This design comes from an exercise in tuning for small area, a short achievable clock period and few clock cycles per item on the open sky130 flow, not from production work.
Function was checked by simulation only, so behaviour that the tests miss may differ from the original.
No activity file was given, so power comes from the tool's default toggle rates.

==> design/flow/design.v <==
module edit_distance_best_match (
  input  logic        clk,
  input  logic        rst_n,
  input  logic        in_valid,
  output logic        in_ready,
  input  logic [1:0]  in_command,
  input  logic [7:0]  in_char,
  output logic        out_valid,
  input  logic        out_ready,
  output logic        out_found,
  output logic [11:0] out_index,
  input  logic        cfg_valid,
  output logic        cfg_ready,
  input  logic [6:0]  cfg_threshold
);
  localparam int R = 31;             
  localparam logic [1:0] C_QUERY = 2'd0;
  localparam logic [1:0] C_CHAR  = 2'd1;
  localparam logic [1:0] C_CLOSE = 2'd2;
  localparam logic [1:0] C_FIN   = 2'd3;
  logic         in_ready_r;
  logic         take, iq, ic, icl, ifin;
  assign in_ready  = in_ready_r;
  assign cfg_ready = 1'b1;
  assign take      = in_valid && in_ready_r;
  assign iq        = take && in_command == C_QUERY;
  assign ic        = take && in_command == C_CHAR;
  assign icl       = take && in_command == C_CLOSE;
  assign ifin      = take && in_command == C_FIN;
  logic [5:0]   qlen_r;              
  logic [7:0]   qstore_r [R];
  logic [R-1:0] qmask;
  logic [R-1:0] eq_r;
  logic         b_char, b_close, b_fin, restart;
  always_comb begin
    qmask = '0;
    for (int n = 1; n <= R + 1; n++) begin
      if (qlen_r == 6'(n)) begin
        for (int k = 0; k < R; k++) qmask[k] = (k >= R - n);
      end
    end
  end
  always_ff @(posedge clk) begin
    if (iq) begin
      for (int k = 0; k < R - 1; k++) qstore_r[k] <= qstore_r[k+1];
      qstore_r[R-1] <= in_char;
    end
  end
  always_ff @(posedge clk) begin
    for (int k = 0; k < R; k++) eq_r[k] <= (qstore_r[k] == in_char);
  end
  always_ff @(posedge clk) begin
    if (!rst_n) begin
      qlen_r  <= '0;
      b_char  <= 1'b0;
      b_close <= 1'b0;
      b_fin   <= 1'b0;
      restart <= 1'b1;
    end else begin
      b_char  <= ic;
      b_close <= icl;
      b_fin   <= ifin;
      restart <= iq || icl || ifin;
      if (iq && !qlen_r[5]) qlen_r <= qlen_r + 6'd1;
      else if (ifin) qlen_r <= '0;
    end
  end
  logic [R-1:0] pv_r, mv_r;
  logic         sp_r, sm_r;          
  logic [4:0]   score_r;             
  logic [4:0]   pos_r;
  logic         tl_r;                
  logic [5:0]   best_r;              
  logic [11:0]  bidx_r;
  logic [12:0]  wcnt_r;
  logic [5:0]   thr_r, cfgd_r;
  logic         cfgv_r;
  logic [R-1:0] c, xh, xv, ph, mh, phs, mhs;
  logic [4:0]   score_eff;
  logic         closer;
  logic         found;
  always_comb begin
    logic [R-1:0] gg, pp, gn, pn;
    gg = eq_r & pv_r;
    pp = pv_r;
    for (int d = 1; d < R; d = d * 2) begin
      gn = gg;
      pn = pp;
      for (int k = 0; k < R; k++) begin
        if ((k & d) != 0) begin
          gn[k] = gg[k] | (pp[k] & gg[(k & ~(d - 1)) - 1]);
          pn[k] = pp[k] & pp[(k & ~(d - 1)) - 1];
        end
      end
      gg = gn;
      pp = pn;
    end
    c = {gg[R-2:0], 1'b0};
  end
  assign xh  = eq_r | c;
  assign xv  = eq_r | mv_r;
  assign ph  = mv_r | ~(xh | pv_r);
  assign mh  = pv_r & xh;
  assign phs = {ph[R-2:0], 1'b1};
  assign mhs = {mh[R-2:0], 1'b0};
  assign score_eff = score_r + 5'(sp_r) - 5'(sm_r);
  assign closer = !tl_r && !qlen_r[5] && ({1'b0, score_eff} < best_r);
  assign found     = (wcnt_r != '0) && (best_r[5] ? thr_r[5] : (best_r[4:0] <= thr_r[4:0]));
  always_ff @(posedge clk) begin
    if (restart) begin
      pv_r <= qmask;
      mv_r <= ~qmask;
    end else if (b_char) begin
      pv_r <= mhs | ~(xv | phs);
      mv_r <= phs & xv;
    end
  end
  always_ff @(posedge clk) begin
    sp_r    <= b_char && ph[R-1];
    sm_r    <= b_char && mh[R-1];
    score_r <= restart ? qlen_r[4:0] : score_eff;
    if (restart) begin
      pos_r <= '0;
      tl_r  <= 1'b0;
    end else if (b_char && !tl_r) begin
      if (pos_r == 5'd31) tl_r <= 1'b1;
      else pos_r <= pos_r + 5'd1;
    end
  end
  always_ff @(posedge clk) begin
    if (!rst_n) begin
      best_r  <= 6'd32;
      bidx_r  <= '0;
      wcnt_r  <= '0;
    end else begin
      if (b_close && !wcnt_r[12]) begin
        if (closer) begin
          best_r <= {1'b0, score_eff};
          bidx_r <= wcnt_r[11:0];
        end
        wcnt_r <= wcnt_r + 13'd1;
      end
      if (b_fin) begin
        best_r <= 6'd32;
        bidx_r <= '0;
        wcnt_r <= '0;
      end
    end
  end
  always_ff @(posedge clk) begin
    if (!rst_n) begin
      cfgv_r <= 1'b0;
      thr_r  <= 6'd2;
    end else begin
      cfgv_r <= cfg_valid;
      if (cfgv_r) thr_r <= cfgd_r;
    end
  end
  always_ff @(posedge clk) begin
    cfgd_r <= {cfg_threshold[6], (cfg_threshold[6] || cfg_threshold[5]) ? 5'd31 : cfg_threshold[4:0]};
  end
  logic        ov_r, of_r;
  logic [11:0] oi_r;
  logic        fin_take, ov_nxt;
  assign fin_take = take && in_command == C_FIN;
  assign ov_nxt   = b_fin || (ov_r && !out_ready);
  always_ff @(posedge clk) begin
    if (!rst_n) begin
      in_ready_r <= 1'b1;
      ov_r       <= 1'b0;
    end else begin
      in_ready_r <= !fin_take && !ov_nxt;
      ov_r       <= ov_nxt;
    end
  end
  always_ff @(posedge clk) begin
    if (b_fin) begin
      of_r <= found;
      oi_r <= found ? bidx_r : '0;
    end
  end
  assign out_valid = ov_r;
  assign out_found = of_r;
  assign out_index = oi_r;
endmodule
==> design/flow/flow/run.sh <==
#!/bin/bash
bash standard.sh SETUP_SLACK_MARGIN=7.0 "BUFFER_PORTS_ARGS=-buffer_cell sky130_fd_sc_hd__buf_2" finish > standard.log 2>&1
==> design/flow/standard.sh <==
#!/bin/bash
# synth_recipe.tcl (not shown) runs the flow's synth.tcl, then flattens the netlist and writes it again
# the make line also repeats each setting of config.mk as NAME=value (left out here)
make -C /OpenROAD-flow-scripts/flow DESIGN_CONFIG=/design/flow/config.mk WORK_HOME=/design/flow/orfs CLKGATE_MAP_FILE= SYNTH_SCRIPT=/design/flow/synth_recipe.tcl "${@:-finish}"
==> design/flow/config.mk <==
export PLATFORM = sky130hd
export DESIGN_NAME = edit_distance_best_match
export DESIGN_NICKNAME = edit_distance_best_match
export VERILOG_FILES = /design/flow/design.v
export SDC_FILE = /design/flow/constraint.sdc
export NUM_CORES = 4
export LEC_CHECK = 0
export CAP_MARGIN = 20
export CORE_MARGIN = 2
export CORE_UTILIZATION = 65
export CTS_BUF_LIST = sky130_fd_sc_hd__clkbuf_16
export CTS_CLUSTER_DIAMETER = 80
export CTS_CLUSTER_SIZE = 30
export SLEW_MARGIN = 20
==> design/flow/constraint.sdc <==
create_clock -name core_clock -period 10.0 [get_ports {clk}]
set_input_delay 2.0000 -clock core_clock [delete_from_list [all_inputs] [get_ports {clk}]]
set_output_delay 2.0000 -clock core_clock [all_outputs]
set_load 0.01 [all_outputs]
==> results of run 1 <==
## cell usage after synthesis, types with 3 or more instances
master    number
nand3_1       10
xnor2_1      253
dfxtp_1      100
xor2_1         9
a31oi_1        9
or2_2         11
o21a_1        18
ha_1          22
mux2_2         3
a21o_1        14
o21bai_1       7
o31ai_1       27
edfxtp_1     323
a211oi_1       8
a21oi_1       52
nor2_1       130
maj3_1        14
o22ai_1        3
o21ai_0       34
inv_1         42
a21boi_0       3
clkbuf_1      45
or3_1         17
nand2_1       83
mux2i_1       24
buf_1         13
and3_1         5
o221ai_1       4
nor4_1         6
o21ba_2        7
o31a_1         3
o211ai_1       6
and2_1        20
nor3_1        29
nand2b_1       9
nand4_1       72
nor2b_1       14
## area by class of cell
type	instances	area [um2]
multi-input combinational	962	6700
clock buffer	20	500
clock inverter	13	108
fill	2045	8310
timing repair buffer	55	513
tap	384	480
sequential	423	11700
inverter	42	158
## flip-flops by register name (all words and copies together), names as in the netlist, 5 cells and up
name / cells
cfgd_r: 6
pv_r: 31
best_r: 6
score_r: 5
bidx_r: 12
qstore_r: 248
thr_r: 6
wcnt_r: 13
qlen_r: 6
oi_r: 12
eq_r: 31
pos_r: 5
mv_r: 31
## metrics by stage
step	cells	power, mW	area (um2)	hold slack (ps)	util [%]
5_1_grt	1899	3.30	20200	482	70.8
6_report	1899	3.19	20200	462	70.8
3_5_place_dp	1851	2.28	19200	449	67.3
4_1_cts	1895	3.21	20000	464	70.3
2_1_floorplan	1487	2.22	18700	423	-
3_3_place_gp	1851	2.27	19200	438	67.3
## where the power goes
part           leakage (nW)  switching (mW)  internal, mW  total [mW]
registers              3.81          0.0496          1.95        2.00
clock network         0.323           0.547         0.394       0.941
logic                  2.33           0.146         0.107       0.253
## per-layer routing
| layer | track usage (%) | part of all wire [%] |
|---|---|---|
| met1 | 35.7 | 46 |
| met2 | 39.0 | 47 |
| met3 | 3.38 | 5.4 |
| met4 | 4.48 | 1.8 |
| met5 | 0 | 0 |
## what timing repair did
action / in CTS / in global routing
hold endpoints to repair: 0 / 0
gates cloned: 4 / 1
gates resized for setup: 17 / 22
setup endpoints to repair: 309 / 56
pin swaps: 1 / 6
setup buffers: 7 / 3
## cells by family after synthesis
group                    after synthesis
XOR/XNOR                             262
multiplexers                          27
AND/OR/NAND/NOR                      412
other                                  1
adder cells (fa/ha/maj)               37
flip-flops                           423
buffers and inverters                102
AO/OA/AOI/OAI                        223
## final timing paths
path                            depth (start not counted)  slack, ps       start      endpoint
worst max-delay path                                    1       6930     oi_r[3]  out_index[3]
worst min-delay path                                    2        460   bidx_r[1]     bidx_r[1]
worst max register to register                         13       7120  score_r[0]     bidx_r[0]
worst min register to register                          2        460   bidx_r[1]     bidx_r[1]
==> results.py, run 1 <==
metrics = {
    "placed_design": {
        "io_buffers": 36,
        "gp_congestion": 0.868,
        "dp_hpwl_mm": 23.2,
        "post-place-ws_ps": 5610,
    },
    "clocking": {
        "cts.reportedPaths.clkPinSlew_ps": 110,
        "clock_path_buffers": 3,
        "cts_tree": "yes",
        "clk_latency_ps": 540,
        "clock-root-buffer": "clkbuf_16",
        "cts_htree_levels": 1,
        "numClockSinks": 423,
        "cts-buffers-inserted": 19,
        "hold_buffers": 0,
    },
    "sta": {
        "fin_crit_ps": 3070,
        "grt_setup_unrepaired": "yes",
        "min_period_over_period_pct": 30.7,
        "drv_slew": 0,
        "clock.fmax_mhz": 326,
        "fin_tns_setup_ps": 0,
        "hold_viol_final": 0,
        "slew_headroom_pct": 42.4,
        "fin_skew_ps": 23.1,
        "worst_pin_slew_ps": 864,
        "setup_slack_ps": 6930,
        "setup_viol": 0,
    },
    "detailed_routing": {
        "wl_per_cell_um": 19.2,
        "vias": 11300,
        "ant_nets": 0,
        "drc_errors": 0,
        "wirelength_mm": 36.4,
        "drtIter0Drc": 973,
        "first_pass_iters": 7,
        "viasPerCell": 5.96,
    },
    "power_and_ir_drop": {
        "vdd_drop_max_uv": 191,
        "power_density_mw_per_mm2": 158,
        "p_leak_nw": 6.47,
    },
    "finish": {
        "layout_common_cells": "323 x edfxtp_1, 253 x xnor2_1, 130 x nor2_1",
        "antenna_cells": 0,
        "drive_gt1_share_pct": 8.84,
        "final_common_cell": "edfxtp_1",
        "final_nets": 1548,
        "area_growth_pct": 8.11,
    },
    "status": {
        "status": "finished clean",
    },
    "setup_path": {
        "critical_path_arrival_ps": 1070,
        "worstSetupPathType": "flop to output pin",
        "worstSetupEndpointType": "output pin",
        "required_ps": 8000,
        "crit_chain": "buf_2",
        "slowest_stage": "edfxtp_1",
        "max_stage_delay_ps": 390,
        "crit_family": "flip-flops",
        "critPathLaunchType": "flop",
        "path_max_fanout": 1,
        "crit_buf_inv": 1,
    },
    "logic_synthesis": {
        "netlist_area_mm2": 0.0187,
        "avgSynthCellArea_um2": 12.5,
        "yosysWarnings": 2,
        "synth_xor_area_share_pct": 12.3,
        "synthAdderAreaFrac_pct": 2.33,
        "async_reset_ff_share_pct": 0,
        "yosysTopAreaCellShare_pct": 52.0,
        "synth_cell_types": 65,
        "syn-num-nets": 1532,
        "yosys.area_share.simple_pct": 10.7,
        "synth_compound_area_share_pct": 8.31,
        "synth.area.top_cells": "edfxtp_1 52%, xnor2_1 12%, dfxtp_1 11%",
        "syn_inst": 1487,
        "synth-seq-cells": 423,
        "synth_top_family_by_area": "XOR/XNOR gates",
        "synth_edf_count": 323,
        "synth_mux_area_share_pct": 1.47,
        "synth-main-ff-cell": "edfxtp_1",
        "synth_largest_area_cell": "edfxtp_1",
        "seq_area_frac_synth_pct": 62.7,
    },
    "die": {
        "pin_count": 38,
        "core_area_mm2": 0.0285,
        "die_height_um": 173,
        "row_count": 62,
        "dieArea_mm2": 0.0301,
        "start_util_pct": 65.5,
        "dieWidth_um": 173,
    },
    "global_routing": {
        "grt_pass1_wl_mm": 58.0,
        "grt-ovfl-total": 0,
        "antenna_found_initial": 0,
        "track_usage_pct": 24.1,
        "grt_start_max_net_pins": 86,
        "grt_pass1_vias": 11000,
    },
    "job": {
        "drv_cap": 0,
    },
    "worst_hold_path": {
        "min-delay-path-class": "flop to flop",
    },
}
Testbench counts, summed over its fixed seeds: cycles 33,216, items 32,550.
==> inputs of run 2 (changes only) <==
--- a/design/flow/design.v
+++ b/design/flow/design.v
@@ -21,7 +21,7 @@
   logic         in_ready_r;
   logic         take, iq, ic, icl, ifin;
   assign in_ready  = in_ready_r;
-  assign cfg_ready = 1'b1;
+  assign cfg_ready = in_ready_r;
   assign take      = in_valid && in_ready_r;
   assign iq        = take && in_command == C_QUERY;
   assign ic        = take && in_command == C_CHAR;
@@ -75,6 +75,7 @@
   logic [12:0]  wcnt_r;
   logic [5:0]   thr_r, cfgd_r;
   logic         cfgv_r;
+  logic         pend_r, deliver, pend_nxt;
   logic [R-1:0] c, xh, xv, ph, mh, phs, mhs;
   logic [4:0]   score_eff;
   logic         closer;
@@ -140,7 +141,7 @@
         end
         wcnt_r <= wcnt_r + 13'd1;
       end
-      if (b_fin) begin
+      if (deliver) begin
         best_r <= 6'd32;
         bidx_r <= '0;
         wcnt_r <= '0;
@@ -151,30 +152,36 @@
     if (!rst_n) begin
       cfgv_r <= 1'b0;
       thr_r  <= 6'd2;
-    end else begin
-      cfgv_r <= cfg_valid;
+    end else if (!pend_nxt) begin
+      cfgv_r <= cfg_valid && cfg_ready;
       if (cfgv_r) thr_r <= cfgd_r;
     end
   end
   always_ff @(posedge clk) begin
-    cfgd_r <= {cfg_threshold[6], (cfg_threshold[6] || cfg_threshold[5]) ? 5'd31 : cfg_threshold[4:0]};
+    if (!pend_nxt) begin
+      cfgd_r <= {cfg_threshold[6], (cfg_threshold[6] || cfg_threshold[5]) ? 5'd31 : cfg_threshold[4:0]};
+    end
   end
   logic        ov_r, of_r;
   logic [11:0] oi_r;
   logic        fin_take, ov_nxt;
   assign fin_take = take && in_command == C_FIN;
-  assign ov_nxt   = b_fin || (ov_r && !out_ready);
+  assign deliver  = (b_fin || pend_r) && (!ov_r || out_ready);
+  assign pend_nxt = (b_fin || pend_r) && ov_r && !out_ready;
+  assign ov_nxt   = deliver || (ov_r && !out_ready);
   always_ff @(posedge clk) begin
     if (!rst_n) begin
       in_ready_r <= 1'b1;
       ov_r       <= 1'b0;
+      pend_r     <= 1'b0;
     end else begin
-      in_ready_r <= !fin_take && !ov_nxt;
+      in_ready_r <= !((fin_take && ov_nxt) || pend_nxt);
       ov_r       <= ov_nxt;
+      pend_r     <= pend_nxt;
     end
   end
   always_ff @(posedge clk) begin
-    if (b_fin) begin
+    if (deliver) begin
       of_r <= found;
       oi_r <= found ? bidx_r : '0;
     end
==> design/flow/flow/run.sh (replaced) <==
#!/bin/bash
bash standard.sh SETUP_SLACK_MARGIN=7.1 "BUFFER_PORTS_ARGS=-buffer_cell sky130_fd_sc_hd__buf_2" finish > standard.log 2>&1
==> run 2 against run 1 <==
Power down 1.6%. Fmax up 0.80%. Final cell count decreased by 1.1%. Flip-flop and latch count rose by 1. Area after synthesis is 0.42% lower. Cell area fell by 0.15%. Clock-buffer cell count shrank 1. Combinational power barely moved. Critical path type unchanged. Largest cell class unchanged.
==> results.py, run 2 <==
metrics = {
    "setup_path": {
        "worstSetupEndpointType": "output pin",
        "path_max_fanout": 1,
        "required_ps": 8000,
        "reg2reg_from": "score_r[0]",
        "worstSetupPathType": "flop to output pin",
        "critical_path_arrival_ps": 1040,
        "slowest_stage": "edfxtp_1",
        "critPathLaunchType": "flop",
        "reg2reg_depth": 15,
        "reg2reg_to": "bidx_r[0]",
        "max_stage_delay_ps": 370,
        "crit_chain": "buf_2",
        "crit_family": "flip-flops",
        "r2r_setup_slack_ps": 7040,
        "crit_buf_inv": 1,
    },
    "sta": {
        "fin_tns_setup_ps": 0,
        "grt_setup_unrepaired": "yes",
        "worst_pin_slew_ps": 1010,
        "clock.fmax_mhz": 328,
        "slew_headroom_pct": 32.7,
        "min_period_over_period_pct": 30.4,
        "drv_slew": 0,
        "setup_viol": 0,
        "fin_skew_ps": 17.8,
        "fin_crit_ps": 3040,
        "hold_viol_final": 0,
    },
    "logic_synthesis": {
        "synth_edf_count": 329,
        "synth.area.top_cells": "edfxtp_1 53%, xnor2_1 12%, dfxtp_1 10%",
        "seq_area_frac_synth_pct": 63.4,
        "syn-num-nets": 1510,
        "yosysWarnings": 2,
        "synth_cell_types": 67,
        "avgSynthCellArea_um2": 12.7,
        "synth-main-ff-cell": "edfxtp_1",
        "synth_common_cells": "329 x edfxtp_1, 253 x xnor2_1, 152 x nor2_1, 95 x dfxtp_1, 68 x nand4_1",
        "synth_largest_area_cell": "edfxtp_1",
        "synth-seq-cells": 424,
        "netlist_area_mm2": 0.0186,
        "yosysTopAreaCellShare_pct": 53.2,
        "async_reset_ff_share_pct": 0,
        "post-synth-top-count-cell": "edfxtp_1",
        "syn_inst": 1465,
    },
    "global_routing": {
        "grt_pass1_wl_mm": 56.7,
        "grt-ovfl-total": 0,
        "grt_start_max_net_pins": 83,
        "track_usage_pct": 23.3,
        "grt_pass1_vias": 10800,
        "antenna_found_initial": 0,
    },
    "detailed_routing": {
        "ant_nets": 0,
        "viasPerCell": 5.88,
        "first_pass_iters": 4,
        "drc_errors": 0,
        "vias": 11000,
        "drtIter0Drc": 837,
        "wirelength_mm": 34.6,
        "wl_per_cell_um": 18.4,
    },
    "finish": {
        "area_growth_pct": 8.41,
        "stdcell_count": 1878,
        "drive_gt1_share_pct": 8.87,
        "top_register": "qstore_r",
        "antenna_cells": 0,
        "final_common_cell": "edfxtp_1",
        "final_nets": 1533,
        "largest_reg_flops": 248,
        "layout_common_cells": "329 x edfxtp_1, 252 x xnor2_1, 150 x nor2_1",
    },
    "die": {
        "core_area_mm2": 0.0279,
        "start_util_pct": 66.5,
        "pin_count": 38,
        "dieWidth_um": 173,
        "die_height_um": 173,
        "dieArea_mm2": 0.0299,
        "row_count": 61,
    },
    "clocking": {
        "cts.reportedPaths.clkPinSlew_ps": 110,
        "numClockSinks": 424,
        "cts_htree_levels": 1,
        "clock-root-buffer": "clkbuf_16",
        "clock_path_buffers": 3,
        "cts-buffers-inserted": 18,
        "clk_latency_ps": 530,
        "hold_buffers": 0,
        "cts_tree": "yes",
    },
    "worst_hold_path": {
        "hp-start": "qstore_r[18][5]",
        "hold_path_depth": 0,
        "min-delay-path-class": "flop to flop",
        "min_to": "qstore_r[17][5]",
    },
    "job": {
        "drv_cap": 0,
    },
    "status": {
        "status": "finished clean",
    },
    "placed_design": {
        "dp_hpwl_mm": 21.8,
        "dpl.cell_count": 1828,
        "gp_congestion": 0.815,
        "io_buffers": 37,
    },
    "power_and_ir_drop": {
        "p_total_mw": 3.14,
        "p_leak_nw": 6.77,
        "vdd_drop_max_uv": 153,
        "power_density_mw_per_mm2": 156,
    },
}
## run 2: cell types whose count changed after synthesis, moves of 6 or more
cell	delta
inv_1	-12
nand2b_1	+6
mux2i_1	-6
a21o_1	+11
nand2_1	-31
a21boi_0	+6
nor2_1	+22
edfxtp_1	+6
nand3_1	+13
## run 2: power breakdown
part / leakage [nW] / switching, mW / total [mW] / internal, mW
sequential: 3.85 / 0.0457 / 2.00 / 1.95
clock: 0.303 / 0.514 / 0.893 / 0.379
combinational: 2.61 / 0.142 / 0.250 / 0.108
total: 6.77 / 0.701 / 3.14 / 2.44
## run 2: what timing repair did
| item | CTS | global route |
|---|---|---|
| hold endpoints to repair | 0 | 0 |
| resized for setup | 37 | 14 |
| cloned | 4 | 1 |
| pin swaps | 9 | 8 |
| endpoints found under the setup margin | 293 | 103 |
| setup buffers | 10 | 3 |
## run 2: cells by family (layout without fill, tap and decap cells)
kind of cell             count (synthesis)  count (layout)  synth area share (%)
AND/OR/NAND/NOR                        421             421                  11.1
multiplexers                            21              21                  1.15
XOR/XNOR                               262             262                  12.4
buffers and inverters                   89             124                  1.83
flip-flops                             424             424                  63.4
adder cells (fa/ha/maj)                 40              40                  2.52
AO/OA/AOI/OAI                          208             208                  7.57
## run 2: layout make-up
class / instances / area (um2)
inverters: 31 / 116
clock inverters: 13 / 90.1
well taps: 378 / 473
repair buffers: 61 / 591
fillers: 1913 / 7800
flip-flops and latches: 424 / 11800
clock buffers: 19 / 475
multi-input cells: 952 / 6600
## run 2: routing by layer
layer  vias up  global-route usage, %  wire, um
met5         -                      0         0
met4         0                   4.94       517
met3        35                   2.68      1260
met2       191                   39.8     17300
met1      5488                   32.5     15600
li1       5334                      -         -
## run 2: through the flow
| step | utilization (%) | setup slack [ps] | hold WS, ps | cell area (um2) |
|---|---|---|---|---|
| final | 72.1 | 6960 | 464 | 20100 |
| after global routing | 72.1 | 6890 | 474 | 20100 |
| after CTS | 71.7 | 6920 | 465 | 20000 |
| after detailed placement | 68.3 | 5290 | 456 | 19100 |
| after global placement | 68.3 | 5340 | 451 | 19100 |
| after floorplan | - | 802 | 433 | 18600 |
## run 2: worst max path at each step
| stage | from | end | slack [ps] | cells after the start |
|---|---|---|---|---|
| 4_1_cts | oi_r[10] | out_index[10] | 6920 | 1 |
| 3_3_place_gp | in_valid | qstore_r[27][3] | 5340 | 5 |
| 6_report | oi_r[5] | out_index[5] | 6960 | 1 |
| 3_5_place_dp | in_valid | qstore_r[24][3] | 5290 | 5 |
| 2_1_floorplan | in_valid | qlen_r[4] | 800 | 5 |
| 5_1_grt | oi_r[3] | out_index[3] | 6890 | 1 |
Testbench counts of run 2, summed over its fixed seeds: cycles 32,566, items 32,550.
==> inputs of run 3 (changes only) <==
==> design/flow/flow/run.sh (replaced) <==
#!/bin/bash
bash standard.sh SETUP_SLACK_MARGIN=6.8 "BUFFER_PORTS_ARGS=-buffer_cell sky130_fd_sc_hd__buf_2" finish > standard.log 2>&1
==> run 3 against run 2 <==
Still clean. Clock-buffer cell count is the same. Clock power fell by 2.2%. Clock skew up 4.4 ps. Via count fell by 0.74%. Sequential share of layout area grew 1.0 points. Synthesized cell count stayed put. Combinational power decreased by 2%. Flip-flop and latch count unchanged. Area after synthesis did not move. Global-route usage fell by 0.93 points. Fmax down 3.3%.
==> results.py, run 3 <==
metrics = {
    "clocking": {
        "clock_path_buffers": 3,
        "cts_htree_levels": 1,
        "cts_tree": "yes",
        "cts.reportedPaths.clkPinSlew_ps": 100,
        "clock-root-buffer": "clkbuf_16",
        "cts-buffers-inserted": 18,
        "clk_latency_ps": 540,
        "numClockSinks": 424,
    },
    "global_routing": {
        "grt_start_max_net_pins": 93,
        "met1_usage_pct": 32.1,
        "met2_usage_pct": 37.5,
        "track_usage_pct": 22.4,
        "grt-ovfl-total": 0,
        "use_met3_pct": 2.53,
        "grt_pass1_vias": 10600,
        "antenna_found_initial": 0,
        "grt_pass1_wl_mm": 55.1,
        "busiest_layer": "met2",
    },
    "finish": {
        "num-fill-cells": 1965,
        "area_growth_pct": 6.47,
        "final_common_cell": "edfxtp_1",
        "layout_common_cells": "329 x edfxtp_1, 253 x xnor2_1, 152 x nor2_1",
        "top_register": "qstore_r",
        "largest_reg_flops": 248,
        "antenna_cells": 0,
        "stdcell_count": 1863,
        "final_nets": 1518,
        "drive_gt1_share_pct": 6.87,
    },
    "die": {
        "row_count": 61,
        "die_height_um": 173,
        "dieWidth_um": 173,
        "core_area_mm2": 0.0279,
        "start_util_pct": 66.5,
        "pin_count": 38,
        "dieArea_mm2": 0.0299,
    },
    "logic_synthesis": {
        "avgSynthCellArea_um2": 12.7,
        "yosysTopAreaCellShare_pct": 53.2,
        "yosys.area_share.simple_pct": 11.1,
        "seq_area_frac_synth_pct": 63.4,
        "synth_compound_area_share_pct": 7.57,
        "synth-seq-cells": 424,
        "synth_xor_area_share_pct": 12.4,
        "async_reset_ff_share_pct": 0,
        "synth.area.top_cells": "edfxtp_1 53%, xnor2_1 12%, dfxtp_1 10%",
        "netlist_area_mm2": 0.0186,
        "synth-main-ff-cell": "edfxtp_1",
        "synth_top_family_by_area": "XOR/XNOR gates",
        "synth_largest_area_cell": "edfxtp_1",
        "synth_cell_types": 67,
        "synth_common_cells": "329 x edfxtp_1, 253 x xnor2_1, 152 x nor2_1, 95 x dfxtp_1, 68 x nand4_1",
        "synth_mux_area_share_pct": 1.15,
        "synth_edf_count": 329,
        "synthAdderAreaFrac_pct": 2.52,
        "post-synth-top-count-cell": "edfxtp_1",
        "syn_inst": 1465,
        "syn-num-nets": 1510,
        "yosysWarnings": 2,
    },
    "power_and_ir_drop": {
        "sw_frac_of_total_pct": 22.7,
        "vdd_drop_max_uv": 130,
        "power_frac_comb_pct": 7.8,
        "seqPwrFrac_pct": 64.2,
        "power.share.clock_pct": 28.0,
        "netSwitchingPower_mw": 0.707,
        "power_density_mw_per_mm2": 158,
        "p_leak_nw": 6.62,
        "p_int_mw": 2.41,
    },
    "job": {
        "drv_cap": 0,
    },
    "sta": {
        "grt_setup_unrepaired": "no",
        "slew_headroom_pct": 24.5,
        "worst_pin_slew_ps": 1130,
        "hold_viol_final": 0,
        "fin_skew_ps": 22.2,
        "fin_crit_ps": 3150,
        "drv_slew": 0,
        "clock.fmax_mhz": 318,
        "setup_viol": 0,
        "fin_tns_setup_ps": 0,
        "setup_slack_ps": 6850,
        "min_period_over_period_pct": 31.5,
    },
    "worst_hold_path": {
        "min-delay-path-class": "flop to flop",
    },
    "placed_design": {
        "dp_hpwl_mm": 22.0,
        "io_buffers": 37,
        "gp_congestion": 0.814,
        "post-place-ws_ps": 5370,
        "dpl.cell_count": 1828,
    },
    "detailed_routing": {
        "drc_errors": 0,
        "wirelength_mm": 34.1,
        "drtIter0Drc": 936,
        "first_pass_iters": 5,
        "viasPerCell": 5.89,
        "vias": 11000,
        "ant_nets": 0,
        "wl_per_cell_um": 18.3,
    },
    "setup_path": {
        "path_max_fanout": 92,
        "required_ps": 10180,
        "worstSetupPathType": "input pin to flop",
        "worstSetupEndpointType": "flop",
        "critical_path_arrival_ps": 3330,
        "critPathLaunchType": "input pin",
    },
    "status": {
        "status": "finished clean",
    },
}
run 3: cell counts after synthesis:
No cell type changed its count.
run 3: cells by family after synthesis:
logic type,count (synthesis)
xor gates and xnor gates,262
and+or+nand+nor,421
muxes,21
DFF,424
buffers and inverters,89
AOI/OAI and AO/OA,208
adders and majority gates,40
run 3: critical path: stages:
cell       delay, ps
buf_2            150
nand2_8           70
nor3_4           280
clkbuf_16        320
buf_16           390
run 3: layout make-up:
cell class	count	area, um2	area share, %
repair buffers	45	312	1.58
well taps	378	473	2.39
clock buffers	19	475	2.40
multi-input cells	953	6550	33.1
clock inverters	13	65.1	0.329
flip-flops and latches	424	11800	59.6
inverters	31	116	0.588
run 3: stage by stage:
step           power [mW]  util, %  cell area (um2)  hold WS (ps)
6_report             3.12     70.8            19800           471
5_1_grt              3.23     70.8            19800           487
4_1_cts              3.13     70.5            19700           473
3_5_place_dp         2.27     68.3            19100           456
3_3_place_gp         2.26     68.3            19100           451
2_1_floorplan        2.21        -            18600           433
run 3: path summary, 6_finish.rpt:
path / startpoint / endpoint / slack (ps) / cells past startpoint
hold reg to reg: qstore_r[18][3] / qstore_r[17][3] / 470 / 0
setup reg to reg: score_r[0] / bidx_r[11] / 6940 / 13
hold / removal: qstore_r[18][3] / qstore_r[17][3] / 470 / 0
setup / recovery: in_valid / qstore_r[21][4] / 6850 / 5
run 3: routing by layer:
layer	wire length [um]	vias up
met5	0	-
met4	561	0
met3	1170	42
met2	16500	187
met1	15900	5438
li1	-	5299
run 3: power by group through the flow:
stage               sequential (mW)  clock [mW]  combinational [mW]
CTS                            2.00       0.896               0.236
detailed placement             2.04           0               0.233
global route                   2.01       0.953               0.269
floorplan                      2.03           0               0.182
finish                         2.00       0.873               0.244
global placement               2.04           0               0.225
run 3: repair_timing:
item / in CTS / in global routing
hold buffers: 0 / 0
endpoints found under the hold margin: 0 / 0
gates cloned: 0 / 2
gates resized for setup: 12 / 10
setup buffers: 0 / 1
endpoints found under the setup margin: 200 / 144
pin swaps: 0 / 1
==> inputs of run 4 (changes only) <==
==> design/flow/flow/run.sh (replaced) <==
#!/bin/bash
bash standard.sh SETUP_SLACK_MARGIN=6.6 "BUFFER_PORTS_ARGS=-buffer_cell sky130_fd_sc_hd__buf_2" finish > standard.log 2>&1
==> run 4 against run 3 <==
Still clean on timing, DRC and antenna. Sequential share of layout area rose by 0.30 points. Final cell count shrank 0.16%. Power decreased by 0.41%. Critical path type unchanged. Largest power group unchanged.
==> results.py, run 4 <==
metrics = {
    "logic_synthesis": {
        "seq_area_frac_synth_pct": 63.4,
        "synth-main-ff-cell": "edfxtp_1",
        "syn_inst": 1465,
        "yosysWarnings": 2,
        "synth_cell_types": 67,
        "synth_largest_area_cell": "edfxtp_1",
        "netlist_area_mm2": 0.0186,
        "async_reset_ff_share_pct": 0,
        "syn-num-nets": 1510,
        "synth-seq-cells": 424,
        "post-synth-top-count-cell": "edfxtp_1",
        "synth_edf_count": 329,
        "synth_common_cells": "329 x edfxtp_1, 253 x xnor2_1, 152 x nor2_1, 95 x dfxtp_1, 68 x nand4_1",
        "avgSynthCellArea_um2": 12.7,
        "synth.area.top_cells": "edfxtp_1 53%, xnor2_1 12%, dfxtp_1 10%",
        "yosysTopAreaCellShare_pct": 53.2,
    },
    "sta": {
        "clock.fmax_mhz": 302,
        "fin_skew_ps": 22.8,
        "timing.hold.ws_ps": 471,
        "grt_setup_unrepaired": "no",
        "drv_slew": 0,
        "slew_headroom_pct": 24.7,
        "setup_slack_ps": 6680,
        "fin_tns_setup_ps": 0,
        "setup_viol": 0,
        "worst_pin_slew_ps": 1130,
        "hold_viol_final": 0,
        "fin_crit_ps": 3320,
        "min_period_over_period_pct": 33.2,
    },
    "finish": {
        "final_common_cell": "edfxtp_1",
        "final_util_pct": 70.4,
        "drive_gt1_share_pct": 6.28,
        "layout_common_cells": "329 x edfxtp_1, 253 x xnor2_1, 152 x nor2_1",
        "seq_area_mm2": 0.0118,
        "top_register": "qstore_r",
        "num-fill-cells": 1973,
        "area_growth_pct": 5.91,
        "antenna_cells": 0,
        "largest_reg_flops": 248,
        "multi_input_area_mm2": 0.00649,
        "final_area_mm2": 0.0197,
        "stdcell_count": 1860,
        "final_nets": 1515,
    },
    "detailed_routing": {
        "viasPerCell": 5.85,
        "routedLengthMet1_mm": 15.6,
        "vias": 10900,
        "wl_per_cell_um": 18.0,
        "highest_layer": "met4",
        "ant_nets": 0,
        "drtIter0Drc": 900,
        "first_pass_iters": 5,
        "wl_met2_mm": 16.3,
        "wirelength_mm": 33.5,
        "drc_errors": 0,
        "wl_met3_mm": 1.05,
    },
    "setup_path": {
        "crit_family": "simple AND/OR/NAND/NOR gates",
        "slowest_stage": "nor4_1",
        "crit_chain": "buf_2 -> nor4_1 -> nor2_1 -> o21ai_0 -> o21ai_0 -> and2_1",
        "worstSetupEndpointType": "flop",
        "crit_top_cell": "o21ai_0",
        "worstSetupPathType": "input pin to flop",
        "max_stage_delay_ps": 880,
        "required_ps": 10440,
        "critical_path_arrival_ps": 3750,
        "critPathLaunchType": "input pin",
        "path_max_fanout": 6,
        "crit_buf_inv": 1,
    },
    "global_routing": {
        "track_usage_pct": 22.4,
        "grt_start_max_net_pins": 93,
        "antenna_found_initial": 0,
        "grt_pass1_wl_mm": 55.0,
        "grt-ovfl-total": 0,
        "grt_pass1_vias": 10600,
    },
    "clocking": {
        "clk_latency_ps": 540,
        "cts_htree_levels": 1,
        "cts-buffers-inserted": 18,
        "post_cts_buffers": 0,
        "clock-root-buffer": "clkbuf_16",
        "numClockSinks": 424,
        "clock_path_buffers": 3,
        "cts.reportedPaths.clkPinSlew_ps": 110,
        "cts_tree": "yes",
    },
    "power_and_ir_drop": {
        "sw_frac_of_total_pct": 22.5,
        "seqPwrFrac_pct": 64.4,
        "p_total_mw": 3.10,
        "p_int_mw": 2.41,
        "vdd_drop_max_uv": 130,
        "power_density_mw_per_mm2": 158,
        "netSwitchingPower_mw": 0.698,
        "power.share.clock_pct": 28.0,
        "power_frac_comb_pct": 7.5,
        "p_leak_nw": 6.58,
    },
    "die": {
        "dieWidth_um": 173,
        "row_count": 61,
        "pin_count": 38,
        "die_height_um": 173,
        "dieArea_mm2": 0.0299,
        "start_util_pct": 66.5,
        "core_area_mm2": 0.0279,
    },
    "placed_design": {
        "gp_congestion": 0.814,
        "dpl-instance-area_mm2": 0.0191,
        "dpl.cell_count": 1828,
        "post-place-ws_ps": 5370,
        "io_buffers": 37,
        "dp_hpwl_mm": 22.0,
    },
    "worst_hold_path": {
        "min-delay-path-class": "flop to flop",
    },
    "status": {
        "status": "finished clean",
    },
    "job": {
        "drv_cap": 0,
    },
}
run 4: area by class of cell:
cell class,instances,share of cell area [%]
clock buffer,19,2.42
clock inverter,13,0.331
inverter,31,0.592
sequential,424,59.9
multi-input combinational,952,33.0
timing repair buffer,43,1.34
tap,378,2.40
run 4: kinds of logic (layout without fill, tap and decap cells):
| family | count (synthesis) | count (layout) | share of synthesized area (%) |
|---|---|---|---|
| muxes | 21 | 21 | 1.15 |
| AOI/OAI and AO/OA | 208 | 208 | 7.57 |
| and+or+nand+nor | 421 | 421 | 11.1 |
| xor gates and xnor gates | 262 | 262 | 12.4 |
| adders and majority gates | 40 | 40 | 2.52 |
| DFF | 424 | 424 | 63.4 |
| buffers and inverters | 89 | 106 | 1.83 |
run 4: timing repair:
item,4_1_cts,5_1_grt
resized for setup,8,1
endpoints found under the setup margin,196,84
hold buffers,0,0
run 4: worst reg2reg max path: stages (launching register included):
cell      delay [ps]
dfxtp_1          320
inv_1             30
ha_1             260
inv_1             40
ha_1             200
fa_1             400
a21o_1           170
a21oi_1          180
xnor2_1          170
ha_1             320
a21oi_1           90
o21bai_4         550
mux2i_1          270
nor2_1            50
run 4: path summary, 6_finish.rpt:
path	slack [ps]	endpoint	from	cells after the start
worst max-delay path	6680	qlen_r[2]	in_command[1]	6
worst min-delay path	470	qstore_r[17][3]	qstore_r[18][3]	0
worst max register to register	6840	bidx_r[6]	score_r[0]	13
worst min register to register	470	qstore_r[17][3]	qstore_r[18][3]	0
run 4: power by group through the flow:
| stage | clock (mW) | combinational, mW | sequential [mW] |
|---|---|---|---|
| after floorplan | 0 | 0.182 | 2.03 |
| after global placement | 0 | 0.225 | 2.04 |
| after detailed placement | 0 | 0.233 | 2.04 |
| after CTS | 0.896 | 0.236 | 2.00 |
| after global routing | 0.952 | 0.259 | 2.01 |
| final | 0.870 | 0.233 | 2.00 |
run 4: routing by layer:
metal / up-vias / GRT usage (%)
li1: 5299 / -
met1: 5390 / 32.1
met2: 157 / 37.5
met3: 42 / 2.53
met4: 0 / 4.31
met5: - / 0
==> inputs of run 5 (changes only) <==
==> design/flow/flow/run.sh (replaced) <==
#!/bin/bash
bash standard.sh SETUP_SLACK_MARGIN=6.9 "BUFFER_PORTS_ARGS=-buffer_cell sky130_fd_sc_hd__buf_2" "CTS_ARGS=-sink_clustering_enable -repair_clock_nets -sink_clustering_size 30 -sink_clustering_max_diameter 80 -buf_list sky130_fd_sc_hd__clkbuf_16 -dont_use_dummy_load -sink_clustering_levels 1" finish > standard.log 2>&1
==> run 5 against run 4 <==
Still clean. Non-clock buffer count rose by 9. Combinational power increased by 4%. Area after synthesis did not move. Via count is 0.72% higher. Flip-flop and latch count did not move. Die area is the same. First-iteration DRC count is 5.4% lower. Critical path type is now flop to output pin.
==> results.py, run 5 <==
metrics = {
    "status": {
        "status": "finished clean",
    },
    "finish": {
        "drive_gt1_share_pct": 7.38,
        "final_util_pct": 70.9,
        "antenna_cells": 0,
        "largest_reg_flops": 248,
        "area_growth_pct": 6.58,
        "layout_common_cells": "329 x edfxtp_1, 252 x xnor2_1, 151 x nor2_1",
        "top_register": "qstore_r",
        "seq_area_mm2": 0.0118,
        "final_nets": 1524,
        "final_common_cell": "edfxtp_1",
        "multi_input_area_mm2": 0.00654,
        "num-fill-cells": 1984,
    },
    "sta": {
        "worst_pin_slew_ps": 1100,
        "fin_skew_ps": 38.6,
        "setup_slack_ps": 6950,
        "min_period_over_period_pct": 30.5,
        "hold_viol_final": 0,
        "drv_slew": 0,
        "fin_tns_setup_ps": 0,
        "clock.fmax_mhz": 327,
        "grt_setup_unrepaired": "yes",
        "fin_crit_ps": 3050,
        "setup_viol": 0,
        "slew_headroom_pct": 26.7,
    },
    "logic_synthesis": {
        "yosysWarnings": 2,
        "syn_inst": 1465,
        "synth-main-ff-cell": "edfxtp_1",
        "synth_compound_area_share_pct": 7.57,
        "synth_cell_types": 67,
        "synth_mux_area_share_pct": 1.15,
        "seq_area_frac_synth_pct": 63.4,
        "yosys.area_share.simple_pct": 11.1,
        "synth_common_cells": "329 x edfxtp_1, 253 x xnor2_1, 152 x nor2_1, 95 x dfxtp_1, 68 x nand4_1",
        "async_reset_ff_share_pct": 0,
        "synth_xor_area_share_pct": 12.4,
        "synth_edf_count": 329,
        "yosysTopAreaCellShare_pct": 53.2,
        "avgSynthCellArea_um2": 12.7,
        "synth.area.top_cells": "edfxtp_1 53%, xnor2_1 12%, dfxtp_1 10%",
        "synth_top_family_by_area": "XOR/XNOR gates",
        "syn-num-nets": 1510,
        "synthAdderAreaFrac_pct": 2.52,
        "synth_largest_area_cell": "edfxtp_1",
        "netlist_area_mm2": 0.0186,
        "post-synth-top-count-cell": "edfxtp_1",
        "synth-seq-cells": 424,
    },
    "clocking": {
        "cts.reportedPaths.clkPinSlew_ps": 100,
        "hold_buffers": 0,
        "clock-root-buffer": "clkbuf_16",
        "numClockSinks": 424,
        "clk_latency_ps": 540,
        "cts_tree": "yes",
        "clock_path_buffers": 3,
        "cts_htree_levels": 1,
        "cts-buffers-inserted": 18,
    },
    "detailed_routing": {
        "wl_per_cell_um": 18.3,
        "viasPerCell": 5.91,
        "drtIter0Drc": 851,
        "wirelength_mm": 33.9,
        "first_pass_iters": 5,
        "vias": 11000,
        "ant_nets": 0,
        "drc_errors": 0,
    },
    "global_routing": {
        "track_usage_pct": 22.8,
        "grt-ovfl-total": 0,
        "antenna_found_initial": 0,
        "grt_start_max_net_pins": 83,
        "grt_pass1_vias": 10700,
        "grt_pass1_wl_mm": 55.5,
    },
    "die": {
        "pin_count": 38,
        "dieArea_mm2": 0.0299,
        "row_count": 61,
        "die_height_um": 173,
        "core_area_mm2": 0.0279,
        "dieWidth_um": 173,
        "start_util_pct": 66.5,
    },
    "power_and_ir_drop": {
        "power_density_mw_per_mm2": 154,
        "p_leak_nw": 6.61,
        "sw_frac_of_total_pct": 22.0,
        "netSwitchingPower_mw": 0.673,
        "vdd_drop_max_uv": 171,
        "p_int_mw": 2.38,
        "p_total_mw": 3.06,
        "power.share.clock_pct": 26.6,
        "seqPwrFrac_pct": 65.4,
        "power_frac_comb_pct": 8.0,
    },
    "placed_design": {
        "dp_hpwl_mm": 21.7,
        "gp_congestion": 0.799,
        "io_buffers": 37,
        "post-place-ws_ps": 5470,
    },
    "setup_path": {
        "critical_path_arrival_ps": 1050,
        "slowest_stage": "edfxtp_1",
        "worstSetupEndpointType": "output pin",
        "crit_buf_inv": 1,
        "critPathLaunchType": "flop",
        "r2r_setup_slack_ps": 7040,
        "required_ps": 8000,
        "crit_family": "flip-flops",
        "worstSetupPathType": "flop to output pin",
        "path_max_fanout": 1,
        "max_stage_delay_ps": 390,
        "crit_chain": "buf_2",
    },
    "worst_hold_path": {
        "min-delay-path-class": "flop to flop",
    },
    "job": {
        "drv_cap": 0,
    },
}
-- run 5: cell types whose count changed in the layout (fill, tap and decap cells not counted), sizes merged --
cell and delta:
buf +6, bufbuf +3, clkbuf -1, clkinv -2, clkinvlp -1, inv -10
-- run 5: kinds of logic (layout without fill, tap and decap cells) --
kind of cell / count (synthesis) / after routing
DFF: 424 / 424
and+or+nand+nor: 421 / 421
xor gates and xnor gates: 262 / 262
AOI/OAI and AO/OA: 208 / 208
buffers and inverters: 89 / 101
adders and majority gates: 40 / 40
muxes: 21 / 21
-- run 5: metal layers --
metal | wire, um | GRT usage (%)
met1 | 15700 | 32.3
met2 | 16600 | 38.6
met3 | 1060 | 2.59
met4 | 547 | 4.48
met5 | 0 | 0
-- run 5: layout make-up --
cell class	instances	area share, %
Sequential cell	424	59.5
Multi-Input combinational cell	952	33.1
Tap cell	378	2.39
Clock buffer	18	2.28
Timing Repair Buffer	52	2.15
Inverter	31	0.588
-- run 5: power groups by stage --
stage	registers [mW]	logic (mW)	clock network [mW]
final	2.00	0.243	0.814
after global placement	2.04	0.225	0
after floorplan	2.03	0.182	0
after detailed placement	2.04	0.232	0
after global routing	2.01	0.271	0.893
after CTS	2.00	0.243	0.838
-- run 5: worst paths after layout --
| path | startpoint | to | cells past startpoint |
|---|---|---|---|
| hold reg to reg | qstore_r[18][0] | qstore_r[17][0] | 0 |
| hold / removal | qstore_r[18][0] | qstore_r[17][0] | 0 |
| setup reg to reg | score_r[0] | bidx_r[2] | 14 |
| setup / recovery | oi_r[3] | out_index[3] | 1 |
-- run 5: what timing repair did --
action	4_1_cts	5_1_grt
setup buffers	6	1
cloned	3	0
setup endpoints to repair	110	22
resized for setup	10	8
pin swaps	2	2
-- run 5: through the flow --
stage,instance area (um2),std cells,hold slack (ps)
finish,19800,1855,446
global placement,19100,1827,450
detailed placement,19100,1827,456
floorplan,18600,1465,433
global route,19800,1855,463
CTS,19700,1854,446
==> inputs of run 6 (changes only) <==
==> design/flow/flow/run.sh (replaced) <==
#!/bin/bash
bash standard.sh SETUP_SLACK_MARGIN=6.9 "BUFFER_PORTS_ARGS=-buffer_cell sky130_fd_sc_hd__buf_2" "CTS_ARGS=-sink_clustering_enable -repair_clock_nets -sink_clustering_size 18 -sink_clustering_max_diameter 60 -buf_list sky130_fd_sc_hd__clkbuf_8 -dont_use_dummy_load" finish > standard.log 2>&1
==> run 6 against run 5 <==
Critical path depth is the same. Sequential share of layout area fell by 0.090 points. Worst hold slack gained 9.6 ps. Core utilization rose by 0.11 points. Power up 0.68%. Critical endpoint is now out_index[11].
==> results.py, run 6 <==
metrics = {
    "status": {
        "status": "finished clean",
    },
    "detailed_routing": {
        "drc_errors": 0,
        "wirelength_mm": 34.4,
        "drtIter0Drc": 895,
        "wl_per_cell_um": 18.4,
        "viasPerCell": 5.87,
        "ant_nets": 0,
        "first_pass_iters": 5,
        "vias": 11000,
    },
    "die": {
        "row_count": 61,
        "start_util_pct": 66.5,
        "die_height_um": 173,
        "dieArea_mm2": 0.0299,
        "pin_count": 38,
        "dieWidth_um": 173,
        "core_area_mm2": 0.0279,
    },
    "power_and_ir_drop": {
        "p_total_mw": 3.08,
        "power_density_mw_per_mm2": 155,
        "p_leak_nw": 6.64,
        "vdd_drop_max_uv": 121,
    },
    "setup_path": {
        "path_max_fanout": 1,
        "reg2reg_depth": 14,
        "worstSetupPathType": "flop to output pin",
        "critPathLaunchType": "flop",
        "crit_chain": "buf_2",
        "worstSetupEndpointType": "output pin",
        "crit_family": "flip-flops",
        "worstSetupPathDepth": 1,
        "crit_buf_inv": 1,
        "critical_path_arrival_ps": 1060,
        "max_stage_delay_ps": 370,
        "slowest_stage": "edfxtp_1",
        "required_ps": 8000,
    },
    "job": {
        "drv_cap": 0,
    },
    "sta": {
        "clock.fmax_mhz": 327,
        "setup_slack_ps": 6940,
        "drv_slew": 0,
        "hold_viol_final": 0,
        "min_period_over_period_pct": 30.6,
        "worst_pin_slew_ps": 1100,
        "setup_viol": 0,
        "fin_crit_ps": 3060,
        "fin_tns_setup_ps": 0,
        "fin_skew_ps": 32.6,
        "grt_setup_unrepaired": "yes",
        "slew_headroom_pct": 26.9,
        "timing.hold.ws_ps": 455,
    },
    "finish": {
        "largest_reg_flops": 248,
        "stdcell_count": 1872,
        "final_common_cell": "edfxtp_1",
        "area_growth_pct": 6.74,
        "final_nets": 1541,
        "layout_common_cells": "329 x edfxtp_1, 252 x xnor2_1, 151 x nor2_1",
        "top_register": "qstore_r",
        "num-fill-cells": 1991,
        "drive_gt1_share_pct": 8.30,
        "antenna_cells": 0,
    },
    "clocking": {
        "hold_buffers": 0,
        "cts_htree_levels": 2,
        "clock_path_buffers": 3,
        "cts-buffers-inserted": 36,
        "cts.reportedPaths.clkPinSlew_ps": 100,
        "cts_tree": "yes",
        "clock-root-buffer": "clkbuf_8",
        "clk_latency_ps": 550,
        "numClockSinks": 424,
    },
    "logic_synthesis": {
        "netlist_area_mm2": 0.0186,
        "yosysWarnings": 2,
        "synth-seq-cells": 424,
        "yosysTopAreaCellShare_pct": 53.2,
        "synth_common_cells": "329 x edfxtp_1, 253 x xnor2_1, 152 x nor2_1, 95 x dfxtp_1, 68 x nand4_1",
        "post-synth-top-count-cell": "edfxtp_1",
        "avgSynthCellArea_um2": 12.7,
        "synth_edf_count": 329,
        "syn_inst": 1465,
        "seq_area_frac_synth_pct": 63.4,
        "synth-main-ff-cell": "edfxtp_1",
        "synth_largest_area_cell": "edfxtp_1",
        "async_reset_ff_share_pct": 0,
        "synth.area.top_cells": "edfxtp_1 53%, xnor2_1 12%, dfxtp_1 10%",
        "syn-num-nets": 1510,
        "synth_cell_types": 67,
    },
    "worst_hold_path": {
        "min-delay-path-class": "flop to flop",
        "hold_path_depth": 0,
    },
    "placed_design": {
        "post-place-ws_ps": 5470,
        "gp_congestion": 0.799,
        "dpl.cell_count": 1827,
        "io_buffers": 37,
        "dp_hpwl_mm": 21.7,
    },
    "global_routing": {
        "grt_pass1_wl_mm": 56.4,
        "antenna_found_initial": 0,
        "grt_start_max_net_pins": 83,
        "grt-ovfl-total": 0,
        "grt_pass1_vias": 11000,
        "track_usage_pct": 23.2,
    },
}
## run 6: cell counts after synthesis
No cell type changed its count.
## run 6: layout make-up
cell class | count | area (um2) | area share, %
Clock buffer | 36 | 495 | 2.50
Inverter | 31 | 116 | 0.587
Multi-Input combinational cell | 952 | 6540 | 33.0
Sequential cell | 424 | 11800 | 59.5
Tap cell | 378 | 473 | 2.39
Timing Repair Buffer | 51 | 418 | 2.11
## run 6: path summary, 6_finish.rpt
kind         slack (ps)         endpoint             from
max                6940    out_index[11]         oi_r[11]
min reg2reg         460  qstore_r[19][7]  qstore_r[20][7]
max reg2reg        7040       bidx_r[10]       score_r[0]
min                 460  qstore_r[19][7]  qstore_r[20][7]
## run 6: cells by family (layout without fill, tap and decap cells)
logic type	Yosys count	after routing	synth area share, %
buf+inv	89	118	1.83
fa+ha+maj	40	40	2.52
simple gates	421	421	11.1
xor+xnor	262	262	12.4
mux	21	21	1.15
compound gates	208	208	7.57
flops	424	424	63.4
## run 6: where the power goes
part | leakage, nW | total (mW) | internal (mW) | switching [mW]
clock | 0.259 | 0.835 | 0.324 | 0.511
sequential | 3.85 | 2.00 | 1.95 | 0.0461
combinational | 2.53 | 0.243 | 0.104 | 0.139
## run 6: worst register-to-register path, stage by stage (launching register included)
cell and delay (ps):
dfxtp_1 320, inv_1 40, ha_1 260, inv_1 40, ha_1 200, fa_2 580, ha_1 230, a21o_1 150
a21o_1 170, a21o_1 180, a21oi_2 190, o21bai_4 110, buf_12 160, mux2i_1 160, nor2_1 60
## run 6: timing repair
item	4_1_cts	5_1_grt
gates resized for setup	9	7
gates cloned	3	0
pin swaps	2	0
endpoints found under the setup margin	110	27
setup buffers	6	0
## run 6: routing by layer
metal  GRT usage (%)  vias up  wire length, um
met3            2.95       48             1180
met4            5.44        0              559
met1            32.2     5417            15700
met2            39.5      193            16900
met5               0        -                0
li1                -     5337                -
## run 6: stage by stage
step	utilization, %	instance area [um2]
floorplan	-	18600
global placement	68.4	19100
detailed placement	68.4	19100
CTS	70.8	19800
global route	71.0	19800
finish	71.0	19800
==> inputs of run 7 (changes only) <==
==> design/flow/flow/run.sh (replaced) <==
#!/bin/bash
bash standard.sh SETUP_SLACK_MARGIN=7.0 "BUFFER_PORTS_ARGS=-buffer_cell sky130_fd_sc_hd__buf_2" finish > standard.log 2>&1
==> run 7 against run 6 <==
Still clean on timing, DRC and antenna. Power up 2.8%. Via count is 0.41% lower. Combinational power grew 8%. Area after synthesis is the same. Worst setup slack got worse by 16 ps. Synthesized cell count unchanged. Global-route usage shrank 0.084 points. Cell area grew 1.2%. Critical path type unchanged. Largest cell class unchanged.
==> results.py, run 7 <==
metrics = {
    "clocking": {
        "cts.reportedPaths.clkPinSlew_ps": 110,
        "clock_path_buffers": 3,
        "clk_latency_ps": 540,
        "cts-buffers-inserted": 19,
        "cts_htree_levels": 1,
        "clock-root-buffer": "clkbuf_16",
        "cts_tree": "yes",
        "numClockSinks": 424,
    },
    "logic_synthesis": {
        "yosysWarnings": 2,
        "netlist_area_mm2": 0.0186,
        "yosysTopAreaCellShare_pct": 53.2,
        "post-synth-top-count-cell": "edfxtp_1",
        "syn-num-nets": 1510,
        "synth_largest_area_cell": "edfxtp_1",
        "seq_area_frac_synth_pct": 63.4,
        "synth.area.top_cells": "edfxtp_1 53%, xnor2_1 12%, dfxtp_1 10%",
        "async_reset_ff_share_pct": 0,
        "synth-seq-cells": 424,
        "avgSynthCellArea_um2": 12.7,
        "synth_cell_types": 67,
        "syn_inst": 1465,
        "synth-main-ff-cell": "edfxtp_1",
        "synth_edf_count": 329,
        "synth_common_cells": "329 x edfxtp_1, 253 x xnor2_1, 152 x nor2_1, 95 x dfxtp_1, 68 x nand4_1",
    },
    "sta": {
        "fin_crit_ps": 3080,
        "min_period_over_period_pct": 30.8,
        "hold_viol_final": 0,
        "fin_skew_ps": 27.0,
        "fin_tns_setup_ps": 0,
        "timing.hold.ws_ps": 468,
        "clock.fmax_mhz": 325,
        "setup_viol": 0,
        "slew_headroom_pct": 25.1,
        "grt_setup_unrepaired": "yes",
        "worst_pin_slew_ps": 1120,
        "drv_slew": 0,
    },
    "setup_path": {
        "max_stage_delay_ps": 400,
        "crit_chain": "buf_2",
        "crit_family": "flip-flops",
        "slowest_stage": "edfxtp_1",
        "worstSetupPathType": "flop to output pin",
        "critPathLaunchType": "flop",
        "crit_buf_inv": 1,
        "required_ps": 8000,
        "critical_path_arrival_ps": 1080,
        "worstSetupEndpointType": "output pin",
        "path_max_fanout": 1,
    },
    "detailed_routing": {
        "ant_nets": 0,
        "viasPerCell": 5.84,
        "vias": 11000,
        "drc_errors": 0,
        "wirelength_mm": 35.0,
        "drtIter0Drc": 897,
        "wl_per_cell_um": 18.6,
        "first_pass_iters": 5,
    },
    "finish": {
        "final_common_cell": "edfxtp_1",
        "seq_area_mm2": 0.0118,
        "num-fill-cells": 1910,
        "final_util_pct": 71.8,
        "antenna_cells": 0,
        "area_growth_pct": 7.98,
        "multi_input_area_mm2": 0.00662,
        "drive_gt1_share_pct": 8.42,
        "largest_reg_flops": 248,
        "top_register": "qstore_r",
        "final_nets": 1531,
        "final_area_mm2": 0.0201,
        "layout_common_cells": "329 x edfxtp_1, 252 x xnor2_1, 149 x nor2_1",
    },
    "global_routing": {
        "grt-ovfl-total": 0,
        "use_met3_pct": 2.35,
        "grt_start_max_net_pins": 86,
        "track_usage_pct": 23.1,
        "busiest_layer": "met2",
        "antenna_found_initial": 0,
        "met1_usage_pct": 33.1,
        "grt_pass1_wl_mm": 56.2,
        "grt_pass1_vias": 10700,
        "met2_usage_pct": 38.7,
    },
    "placed_design": {
        "dpl-instance-area_mm2": 0.0191,
        "dp_hpwl_mm": 21.9,
        "gp_congestion": 0.808,
        "io_buffers": 37,
    },
    "die": {
        "row_count": 61,
        "dieWidth_um": 173,
        "start_util_pct": 66.5,
        "pin_count": 38,
        "core_area_mm2": 0.0279,
        "dieArea_mm2": 0.0299,
        "die_height_um": 173,
    },
    "status": {
        "status": "finished clean",
    },
    "power_and_ir_drop": {
        "vdd_drop_max_uv": 149,
        "power_density_mw_per_mm2": 158,
        "p_leak_nw": 6.73,
    },
    "worst_hold_path": {
        "min-delay-path-class": "flop to flop",
    },
    "job": {
        "drv_cap": 0,
    },
}
-- run 7: repair_timing --
item | in CTS | in global routing
pin swaps | 4 | 7
setup endpoints to repair | 165 | 126
cloned | 3 | 2
hold buffers | 0 | 0
buffers inserted | 6 | 5
resized for setup | 20 | 16
-- run 7: kinds of logic after synthesis --
logic type                 synth area share [%]
AOI/OAI and AO/OA                          7.57
xor gates and xnor gates                   12.4
adders and majority gates                  2.52
buffers and inverters                      1.83
DFF                                        63.4
muxes                                      1.15
and+or+nand+nor                            11.1
-- run 7: per-stage QoR --
| step | cells | setup slack (ps) | power (mW) |
|---|---|---|---|
| 2_1_floorplan | 1465 | 802 | 2.21 |
| 3_3_place_gp | 1827 | 5580 | 2.26 |
| 3_5_place_dp | 1827 | 5510 | 2.27 |
| 4_1_cts | 1868 | 6890 | 3.17 |
| 5_1_grt | 1875 | 6860 | 3.28 |
| 6_report | 1875 | 6920 | 3.16 |
-- run 7: worst reg2reg max path, delay by kind of cell, from the launching register on --
| family | cells | cell delay, ps |
|---|---|---|
| simple gates | 1 | 60 |
| buf+inv | 3 | 240 |
| fa+ha+maj | 4 | 1220 |
| flops | 1 | 330 |
| mux | 1 | 140 |
| compound gates | 5 | 830 |
-- run 7: path summary, 6_finish.rpt --
path	start	endpoint	slack, ps	depth (start not counted)
worst max register to register	score_r[0]	best_r[4]	7060	14
worst min register to register	qstore_r[16][7]	qstore_r[15][7]	470	0
worst max-delay path	oi_r[6]	out_index[6]	6920	1
worst min-delay path	qstore_r[16][7]	qstore_r[15][7]	470	0
-- run 7: routing by layer --
metal / wire [um] / vias up
li1: - / 5332
met1: 16000 / 5351
met2: 16700 / 216
met3: 1420 / 51
met4: 920 / 0
met5: 0 / -
-- run 7: final cells by class --
type / count / share of cell area, %
multi-input combinational: 954 / 33.0
timing repair buffer: 56 / 2.41
sequential: 424 / 58.8
clock buffer: 19 / 2.37
tap: 378 / 2.36
clock inverter: 13 / 0.493
inverter: 31 / 0.580
-- run 7: report_power, final --
part / leakage, nW / total (mW) / internal, mW / switching [mW]
Clock: 0.300 / 0.902 / 0.364 / 0.538
Combinational: 2.57 / 0.262 / 0.114 / 0.148
Sequential: 3.85 / 2.00 / 1.95 / 0.0461
==> inputs of run 8 (changes only) <==
==> design/flow/flow/run.sh (replaced) <==
#!/bin/bash
bash standard.sh SETUP_SLACK_MARGIN=6.9 "BUFFER_PORTS_ARGS=-buffer_cell sky130_fd_sc_hd__buf_2" finish > standard.log 2>&1
==> run 8 against run 7 <==
Still clean. Fmax increased by 0.31%. Die area unchanged. Non-clock buffer count decreased by 2. Power decreased by 1.5%. Cell area decreased by 0.74%. Final cell count decreased by 0.21%. Clock skew decreased by 5.4 ps. Combinational power decreased by 7%. Global-route usage decreased by 0.31 points. Via count increased by 0.28%. Largest power group unchanged.
==> results.py, run 8 <==
metrics = {
    "status": {
        "status": "finished clean",
    },
    "finish": {
        "antenna_cells": 0,
        "area_growth_pct": 7.17,
        "stdcell_count": 1871,
        "largest_reg_flops": 248,
        "layout_common_cells": "329 x edfxtp_1, 252 x xnor2_1, 151 x nor2_1",
        "final_util_pct": 71.3,
        "final_nets": 1526,
        "final_common_cell": "edfxtp_1",
        "num-fill-cells": 1962,
        "top_register": "qstore_r",
        "drive_gt1_share_pct": 7.77,
    },
    "logic_synthesis": {
        "syn_inst": 1465,
        "netlist_area_mm2": 0.0186,
        "yosysTopAreaCellShare_pct": 53.2,
        "avgSynthCellArea_um2": 12.7,
        "yosysWarnings": 2,
        "synth.area.top_cells": "edfxtp_1 53%, xnor2_1 12%, dfxtp_1 10%",
        "post-synth-top-count-cell": "edfxtp_1",
        "synth_largest_area_cell": "edfxtp_1",
        "synth_edf_count": 329,
        "async_reset_ff_share_pct": 0,
        "synth-main-ff-cell": "edfxtp_1",
        "synth-seq-cells": 424,
        "synth_cell_types": 67,
        "syn-num-nets": 1510,
        "seq_area_frac_synth_pct": 63.4,
        "synth_common_cells": "329 x edfxtp_1, 253 x xnor2_1, 152 x nor2_1, 95 x dfxtp_1, 68 x nand4_1",
    },
    "sta": {
        "fin_tns_setup_ps": 0,
        "clock.fmax_mhz": 326,
        "hold_viol_final": 0,
        "timing.hold.ws_ps": 467,
        "slew_headroom_pct": 26.5,
        "drv_slew": 0,
        "fin_crit_ps": 3070,
        "setup_viol": 0,
        "grt_setup_unrepaired": "yes",
        "fin_skew_ps": 21.5,
        "worst_pin_slew_ps": 1100,
        "min_period_over_period_pct": 30.7,
    },
    "worst_hold_path": {
        "hold_path_depth": 0,
        "hp-start": "qstore_r[20][6]",
        "min-delay-path-class": "flop to flop",
        "min_to": "qstore_r[19][6]",
    },
    "placed_design": {
        "dp_hpwl_mm": 21.7,
        "dpl.cell_count": 1827,
        "io_buffers": 37,
        "gp_congestion": 0.799,
    },
    "detailed_routing": {
        "first_pass_iters": 5,
        "vias": 11000,
        "drc_errors": 0,
        "routedLengthMet1_mm": 15.8,
        "wl_met2_mm": 16.9,
        "viasPerCell": 5.87,
        "drtIter0Drc": 942,
        "wl_per_cell_um": 18.3,
        "wl_met3_mm": 1.07,
        "wirelength_mm": 34.2,
        "ant_nets": 0,
        "highest_layer": "met4",
    },
    "setup_path": {
        "critical_path_arrival_ps": 1070,
        "worstSetupPathType": "flop to output pin",
        "worstSetupEndpointType": "output pin",
        "required_ps": 8000,
        "crit_family": "flip-flops",
        "r2r_setup_slack_ps": 7030,
        "reg2reg_depth": 14,
        "max_stage_delay_ps": 390,
        "crit_chain": "buf_2",
        "reg2reg_from": "score_r[0]",
        "slowest_stage": "edfxtp_1",
        "critPathLaunchType": "flop",
        "reg2reg_to": "bidx_r[7]",
        "crit_buf_inv": 1,
        "path_max_fanout": 1,
    },
    "die": {
        "die_height_um": 173,
        "dieArea_mm2": 0.0299,
        "dieWidth_um": 173,
        "pin_count": 38,
        "row_count": 61,
        "start_util_pct": 66.5,
        "core_area_mm2": 0.0279,
    },
    "clocking": {
        "clock_path_buffers": 3,
        "hold_buffers": 0,
        "cts.reportedPaths.clkPinSlew_ps": 110,
        "numClockSinks": 424,
        "clock-root-buffer": "clkbuf_16",
        "cts-buffers-inserted": 18,
        "cts_tree": "yes",
        "clk_latency_ps": 540,
        "cts_htree_levels": 1,
    },
    "job": {
        "drv_cap": 0,
    },
    "global_routing": {
        "antenna_found_initial": 0,
        "grt_pass1_vias": 10800,
        "grt-ovfl-total": 0,
        "grt_pass1_wl_mm": 55.7,
        "grt_start_max_net_pins": 83,
        "track_usage_pct": 22.8,
    },
    "power_and_ir_drop": {
        "power_density_mw_per_mm2": 157,
        "p_total_mw": 3.12,
        "vdd_drop_max_uv": 174,
        "p_leak_nw": 6.68,
    },
}
==> run 8: cells by family (layout without fill, tap and decap cells) <==
kind of cell | after synthesis | in the layout | synth area share [%]
AND/OR/NAND/NOR | 421 | 421 | 11.1
buffers and inverters | 89 | 117 | 1.83
AO/OA/AOI/OAI | 208 | 208 | 7.57
flip-flops | 424 | 424 | 63.4
multiplexers | 21 | 21 | 1.15
XOR/XNOR | 262 | 262 | 12.4
adder cells (fa/ha/maj) | 40 | 40 | 2.52
==> run 8: layout make-up <==
type                            count  area, um2  share of cell area (%)
Clock buffer                       19        475                    2.39
Tap cell                          378        473                    2.38
Inverter                           31        116                   0.585
Sequential cell                   424      11800                    59.2
Timing Repair Buffer               54        440                    2.21
Clock inverter                     13       71.3                   0.358
Multi-Input combinational cell    952       6540                    32.9
==> run 8: worst max-delay path by stage <==
stage                        start              end  slack (ps)  cells after the start
after floorplan           in_valid        qlen_r[4]         800                      5
after global placement    in_valid  qstore_r[17][0]        5540                      5
after detailed placement  in_valid  qstore_r[17][5]        5470                      5
after CTS                     of_r        out_found        6900                      1
after global routing          of_r        out_found        6880                      1
final                      oi_r[3]     out_index[3]        6930                      1
==> run 8: metrics by stage <==
stage          setup WS [ps]  instance area [um2]
3_5_place_dp            5470                19100
3_3_place_gp            5540                19100
2_1_floorplan            802                18600
4_1_cts                 6900                19900
5_1_grt                 6880                19900
6_report                6930                19900
==> run 8: where the power goes <==
part	total (mW)	switching, mW	internal (mW)	leakage [nW]
combinational	0.244	0.139	0.104	2.53
clock	0.872	0.517	0.355	0.293
sequential	2.00	0.0462	1.95	3.85
total	3.12	0.702	2.41	6.68
==> run 8: what timing repair did <==
item                       4_1_cts  5_1_grt
setup endpoints to repair      110       24
pin swaps                        2        3
buffers inserted                 8        1
resized for setup               10        8
cloned                           3        0
==> run 8: routing by layer <==
layer	GRT usage, %	up-vias
met5	0	-
met2	39.3	199
met4	3.78	0
li1	-	5318
met3	2.35	30
met1	32.3	5434

==> separate check: timing with driven ports <==
How much do the figures lean on ideal ports? The routed layouts below were timed once more, with nothing changed but the port constraints. Step 1 assumes that a clkbuf_16 drives the clock port and a buf_2 every other input. Step 2 times the ports against the registers' clock, not the clock port: input delays grow and output delays shrink by t, the midpoint of the rising clock arrivals with the driver on. Three values: ideal ports, drivers, drivers and shift; two values: the first two.
| run | t, ns | setup WS [ns] | worst hold slack (ns) | latest minus earliest clock arrival (ns) | slew at the worst register clock pin (ns) |
|---|---|---|---|---|---|
| run 1 | 0.581 | 6.931 / 6.881 / 6.536 | 0.462 / 0.462 / 0.462 | 0.023 / 0.023 | 0.11 / 0.11 |
| run 2 | 0.577 | 6.955 / 6.902 / 6.553 | 0.464 / 0.464 / 0.464 | 0.020 / 0.021 | 0.12 / 0.12 |
| run 3 | 0.577 | 6.853 / 6.843 / 6.301 | 0.471 / 0.471 / 0.471 | 0.023 / 0.023 | 0.11 / 0.11 |
| run 4 | 0.576 | 6.685 / 6.649 / 6.137 | 0.471 / 0.471 / 0.471 | 0.024 / 0.024 | 0.11 / 0.11 |
| run 5 | 0.573 | 6.946 / 6.893 / 6.480 | 0.446 / 0.446 / 0.446 | 0.042 / 0.042 | 0.11 / 0.11 |
| run 6 | 0.581 | 6.940 / 6.893 / 6.492 | 0.455 / 0.455 / 0.455 | 0.033 / 0.034 | 0.10 / 0.10 |
| run 7 | 0.580 | 6.924 / 6.872 / 6.506 | 0.468 / 0.468 / 0.468 | 0.031 / 0.030 | 0.11 / 0.11 |
| run 8 | 0.580 | 6.933 / 6.882 / 6.499 | 0.467 / 0.467 / 0.467 | 0.021 / 0.022 | 0.11 / 0.11 |
After both steps every run listed still meets setup and hold. For run 3, which loses most, drivers alone change the setup slack by -0.010 ns; drivers and shift together by -0.552 ns.
